What follows belongs to an exercise in optimizing a design on an open flow for small area; a production flow would make more cautious choices. Only simulation tests tie the RTL to the original design; equivalence was not proved. Power figures rest on the tool's default switching activity, not on a simulated workload.

## sha256_stream_ctrl
module sha256_stream_ctrl #(
  parameter int TIMEOUT_CYCLES = 64,
  parameter int CNT_W          = 16
) (
  input  logic               clk,
  input  logic               rst_n,
  input  logic               blk_valid,
  output logic               blk_ready,
  input  logic [sha256_pkg::BLOCK_W-1:0] blk_data,
  input  logic               blk_first,
  input  logic               blk_last,
  output logic               comp_start,
  output logic [sha256_pkg::BLOCK_W-1:0] comp_message,
  output logic [sha256_pkg::HASH_W-1:0]  comp_init_hash,
  input  logic [sha256_pkg::HASH_W-1:0]  comp_hash,
  input  logic               comp_done,
  output logic               digest_valid,
  input  logic               digest_ready,
  output logic [sha256_pkg::HASH_W-1:0]  digest,
  output logic               busy,
  output logic               error,
  output logic [CNT_W-1:0]   block_count
);
==> flow/config.mk <==
export PLATFORM = sky130hd
export DESIGN_NAME = sha256_stream_ctrl
export DESIGN_NICKNAME = sha256_stream_ctrl
export VERILOG_FILES = /design/flow/design.v
export SDC_FILE = /design/flow/constraint.sdc
export NUM_CORES = 4
export LEC_CHECK = 0
export CAP_MARGIN = 20
export CORE_AREA = 5 5 295 295
export DIE_AREA = 0 0 300 300
export SLEW_MARGIN = 20
==> flow/constraint.sdc <==
create_clock -name core_clock -period 5.0 [get_ports {clk}]
set_input_delay 1.0000 -clock core_clock [delete_from_list [all_inputs] [get_ports {clk}]]
set_output_delay 1.0000 -clock core_clock [all_outputs]
set_load 0.01 [all_outputs]
standard.sh (not shown) runs the stock make flow with config.mk's settings and CLKGATE_MAP_FILE= SYNTH_SCRIPT=/design/flow/synth_recipe.tcl, a recipe that flattens the netlist after the stock synthesis.
==> flow/flow/run.sh <==
#!/bin/bash
# Standard ORFS flow (the standard.sh, unchanged synthesis) with:
#  - port buffers of the smallest buffer cell instead of the resizer's pick
#  - I/O pins allowed on every routing track so a small die holds all ports,
#    the clock pin placed alone in the middle of the left edge
#  - a clock tree of small clock buffers without dummy loads
set -uo pipefail
F=$(pwd)/flow
bash standard.sh \
  "BUFFER_PORTS_ARGS=-buffer_cell sky130_fd_sc_hd__buf_1" \
  "PRE_IO_PLACEMENT_TCL=$F/pins_pre.tcl" \
  "PLACE_PINS_ARGS=-min_distance 1 -min_distance_in_tracks -corner_avoidance 8 -exclude left:146-154" \
  "CTS_ARGS=-sink_clustering_enable -repair_clock_nets -dont_use_dummy_load -buf_list {sky130_fd_sc_hd__clkbuf_4} -sink_clustering_size 10 -sink_clustering_max_diameter 35" \
  finish > standard.log 2>&1
==> flow/flow/pins_pre.tcl <==
# Put the clock pin in the middle of the left edge, with no other pin in a
# band around it (place_pins is told to exclude that band).
place_pin -pin_name clk -layer met3 -location {0.4 150.0} -force_to_die_boundary
The baseline finished clean.
==> next run, changes <==
--- a/flow/flow/run.sh
+++ b/flow/flow/run.sh
@@ -8,7 +8,8 @@
 F=$(pwd)/flow
 bash standard.sh \
+  "IO_PLACER_V=met2 met4" \
   "BUFFER_PORTS_ARGS=-buffer_cell sky130_fd_sc_hd__buf_1" \
   "PRE_IO_PLACEMENT_TCL=$F/pins_pre.tcl" \
-  "PLACE_PINS_ARGS=-min_distance 1 -min_distance_in_tracks -corner_avoidance 8 -exclude left:146-154" \
-  "CTS_ARGS=-sink_clustering_enable -repair_clock_nets -dont_use_dummy_load -buf_list {sky130_fd_sc_hd__clkbuf_4} -sink_clustering_size 10 -sink_clustering_max_diameter 35" \
+  "PLACE_PINS_ARGS=-min_distance 1 -min_distance_in_tracks -corner_avoidance 8 -exclude left:131-139" \
+  "CTS_ARGS=-sink_clustering_enable -repair_clock_nets -dont_use_dummy_load -buf_list {sky130_fd_sc_hd__clkbuf_4 sky130_fd_sc_hd__clkbuf_8} -sink_clustering_size 16 -sink_clustering_max_diameter 50" \
   finish > standard.log 2>&1
==> flow/flow/pins_pre.tcl (replaced) <==
# Put the clock pin in the middle of the left edge, with no other pin in a
# band around it (place_pins is told to exclude that band).
place_pin -pin_name clk -layer met3 -location {0.4 135.0} -force_to_die_boundary
Settings changed: CORE_AREA 5 5 295 295 to 5 5 265 265, DIE_AREA 0 0 300 300 to 0 0 270 270.
What happened: This time the run did not get past global routing. Area after synthesis is unchanged. Synthesized cell count does not change.
==> next run, changes <==
--- a/flow/flow/run.sh
+++ b/flow/flow/run.sh
@@ -8,8 +8,7 @@
 F=$(pwd)/flow
 bash standard.sh \
-  "IO_PLACER_V=met2 met4" \
   "BUFFER_PORTS_ARGS=-buffer_cell sky130_fd_sc_hd__buf_1" \
   "PRE_IO_PLACEMENT_TCL=$F/pins_pre.tcl" \
-  "PLACE_PINS_ARGS=-min_distance 1 -min_distance_in_tracks -corner_avoidance 8 -exclude left:131-139" \
+  "PLACE_PINS_ARGS=-min_distance 1 -min_distance_in_tracks -corner_avoidance 8 -exclude left:146-154" \
   "CTS_ARGS=-sink_clustering_enable -repair_clock_nets -dont_use_dummy_load -buf_list {sky130_fd_sc_hd__clkbuf_4 sky130_fd_sc_hd__clkbuf_8} -sink_clustering_size 16 -sink_clustering_max_diameter 50" \
   finish > standard.log 2>&1
==> flow/flow/pins_pre.tcl (replaced) <==
# Put the clock pin in the middle of the left edge, with no other pin in a
# band around it (place_pins is told to exclude that band).
place_pin -pin_name clk -layer met3 -location {0.4 150.0} -force_to_die_boundary
Settings changed: CORE_AREA 5 5 265 265 to 5 5 295 295, DIE_AREA 0 0 270 270 to 0 0 300 300.
Effect:
- This time the run finished with timing, DRC and antenna clean
- synthesized cell count is unchanged
- synthesized area does not change
==> next run, changes <==
--- a/flow/flow/run.sh
+++ b/flow/flow/run.sh
@@ -11,4 +11,4 @@
   "PRE_IO_PLACEMENT_TCL=$F/pins_pre.tcl" \
   "PLACE_PINS_ARGS=-min_distance 1 -min_distance_in_tracks -corner_avoidance 8 -exclude left:146-154" \
-  "CTS_ARGS=-sink_clustering_enable -repair_clock_nets -dont_use_dummy_load -buf_list {sky130_fd_sc_hd__clkbuf_4 sky130_fd_sc_hd__clkbuf_8} -sink_clustering_size 16 -sink_clustering_max_diameter 50" \
+  "CTS_ARGS=-sink_clustering_enable -repair_clock_nets -dont_use_dummy_load -buf_list {sky130_fd_sc_hd__clkbuf_4} -sink_clustering_size 10 -sink_clustering_max_diameter 35" \
   finish > standard.log 2>&1
Settings changed: CORE_AREA 5 5 295 295 to 40 40 260 260.
After rerunning:
- power is higher by 4.6%
- core utilization rises by 29 points
- first-iteration DRC count rises by 83%
- worst setup slack loses 350 ps
- clock-buffer cell count climbs by 23
- register-to-register slack degrades by 380 ps
- synthesized area does not change
- via count goes up by 15%
- sequential power stays flat
==> next run, changes <==
--- a/flow/flow/run.sh
+++ b/flow/flow/run.sh
@@ -11,4 +11,4 @@
   "PRE_IO_PLACEMENT_TCL=$F/pins_pre.tcl" \
   "PLACE_PINS_ARGS=-min_distance 1 -min_distance_in_tracks -corner_avoidance 8 -exclude left:146-154" \
-  "CTS_ARGS=-sink_clustering_enable -repair_clock_nets -dont_use_dummy_load -buf_list {sky130_fd_sc_hd__clkbuf_4} -sink_clustering_size 10 -sink_clustering_max_diameter 35" \
+  "CTS_ARGS=-sink_clustering_enable -repair_clock_nets -dont_use_dummy_load -buf_list {sky130_fd_sc_hd__clkbuf_4} -sink_clustering_size 10 -sink_clustering_max_diameter 70" \
   finish > standard.log 2>&1
Outcome: Total power went down by about 1.5%. Setup slack gains 19 ps. Critical path depth stays the same. Final area fell by 0.66%. Final cell count falls by about 0.7%.
==> next run, changes <==
--- a/flow/flow/run.sh
+++ b/flow/flow/run.sh
@@ -8,7 +8,8 @@
 F=$(pwd)/flow
 bash standard.sh \
+  "IO_PLACER_V=met2 met4" \
   "BUFFER_PORTS_ARGS=-buffer_cell sky130_fd_sc_hd__buf_1" \
   "PRE_IO_PLACEMENT_TCL=$F/pins_pre.tcl" \
-  "PLACE_PINS_ARGS=-min_distance 1 -min_distance_in_tracks -corner_avoidance 8 -exclude left:146-154" \
-  "CTS_ARGS=-sink_clustering_enable -repair_clock_nets -dont_use_dummy_load -buf_list {sky130_fd_sc_hd__clkbuf_4} -sink_clustering_size 10 -sink_clustering_max_diameter 70" \
+  "PLACE_PINS_ARGS=-min_distance 1 -min_distance_in_tracks -corner_avoidance 8 -exclude left:121-129" \
+  "CTS_ARGS=-sink_clustering_enable -repair_clock_nets -dont_use_dummy_load -buf_list {sky130_fd_sc_hd__clkbuf_4 sky130_fd_sc_hd__clkbuf_8} -sink_clustering_size 16 -sink_clustering_max_diameter 50" \
   finish > standard.log 2>&1
==> flow/flow/pins_pre.tcl (replaced) <==
# Put the clock pin in the middle of the left edge, with no other pin in a
# band around it (place_pins is told to exclude that band).
place_pin -pin_name clk -layer met3 -location {0.4 125.0} -force_to_die_boundary
Settings changed: CORE_AREA 40 40 260 260 to 5 5 245 245, DIE_AREA 0 0 300 300 to 0 0 250 250.
Result: With this change the flow did not get past global routing, error GRT-0116; synthesized cell count does not change; synthesized area does not change.

==> separate check: timing with driven ports <==
The results above use ideal ports. As a check the final layouts listed here were re-extracted and re-timed, cells and wires unchanged.
Step 1, drivers: a clkbuf_16 drives clk and a buf_2 each remaining input, both assumed.
Step 2 moves the port delays by t, midway between the first and last clock arrival at a register: inputs arrive t later, outputs are due t later. That takes back most of the time a late clock gives input paths.
Three values: ideal ports, drivers, drivers and shift; two values: the first two.
run | shift t [ns] | setup WS [ns] | hold slack, ns | worst register clock-pin slew, ns | cell pins on the clock port's net
the first run | 0.975 | 1.789 / 1.748 / 1.721 | 0.189 / 0.183 / 0.451 | 0.11 / 0.11 | 1
the third run | 0.707 | 1.970 / 1.929 / 1.749 | 0.271 / 0.352 / 0.448 | 0.10 / 0.10 | 1
the fourth run | 0.933 | 1.620 / 1.574 / 1.570 | 0.074 / 0.169 / 0.467 | 0.11 / 0.11 | 1
the fifth run | 0.904 | 1.639 / 1.593 / 1.573 | 0.088 / 0.190 / 0.475 | 0.12 / 0.12 | 1
After both steps setup and hold are still met in every run listed. For the third run, which loses most, drivers alone change the setup slack by -0.041 ns; drivers and shift together by -0.221 ns.
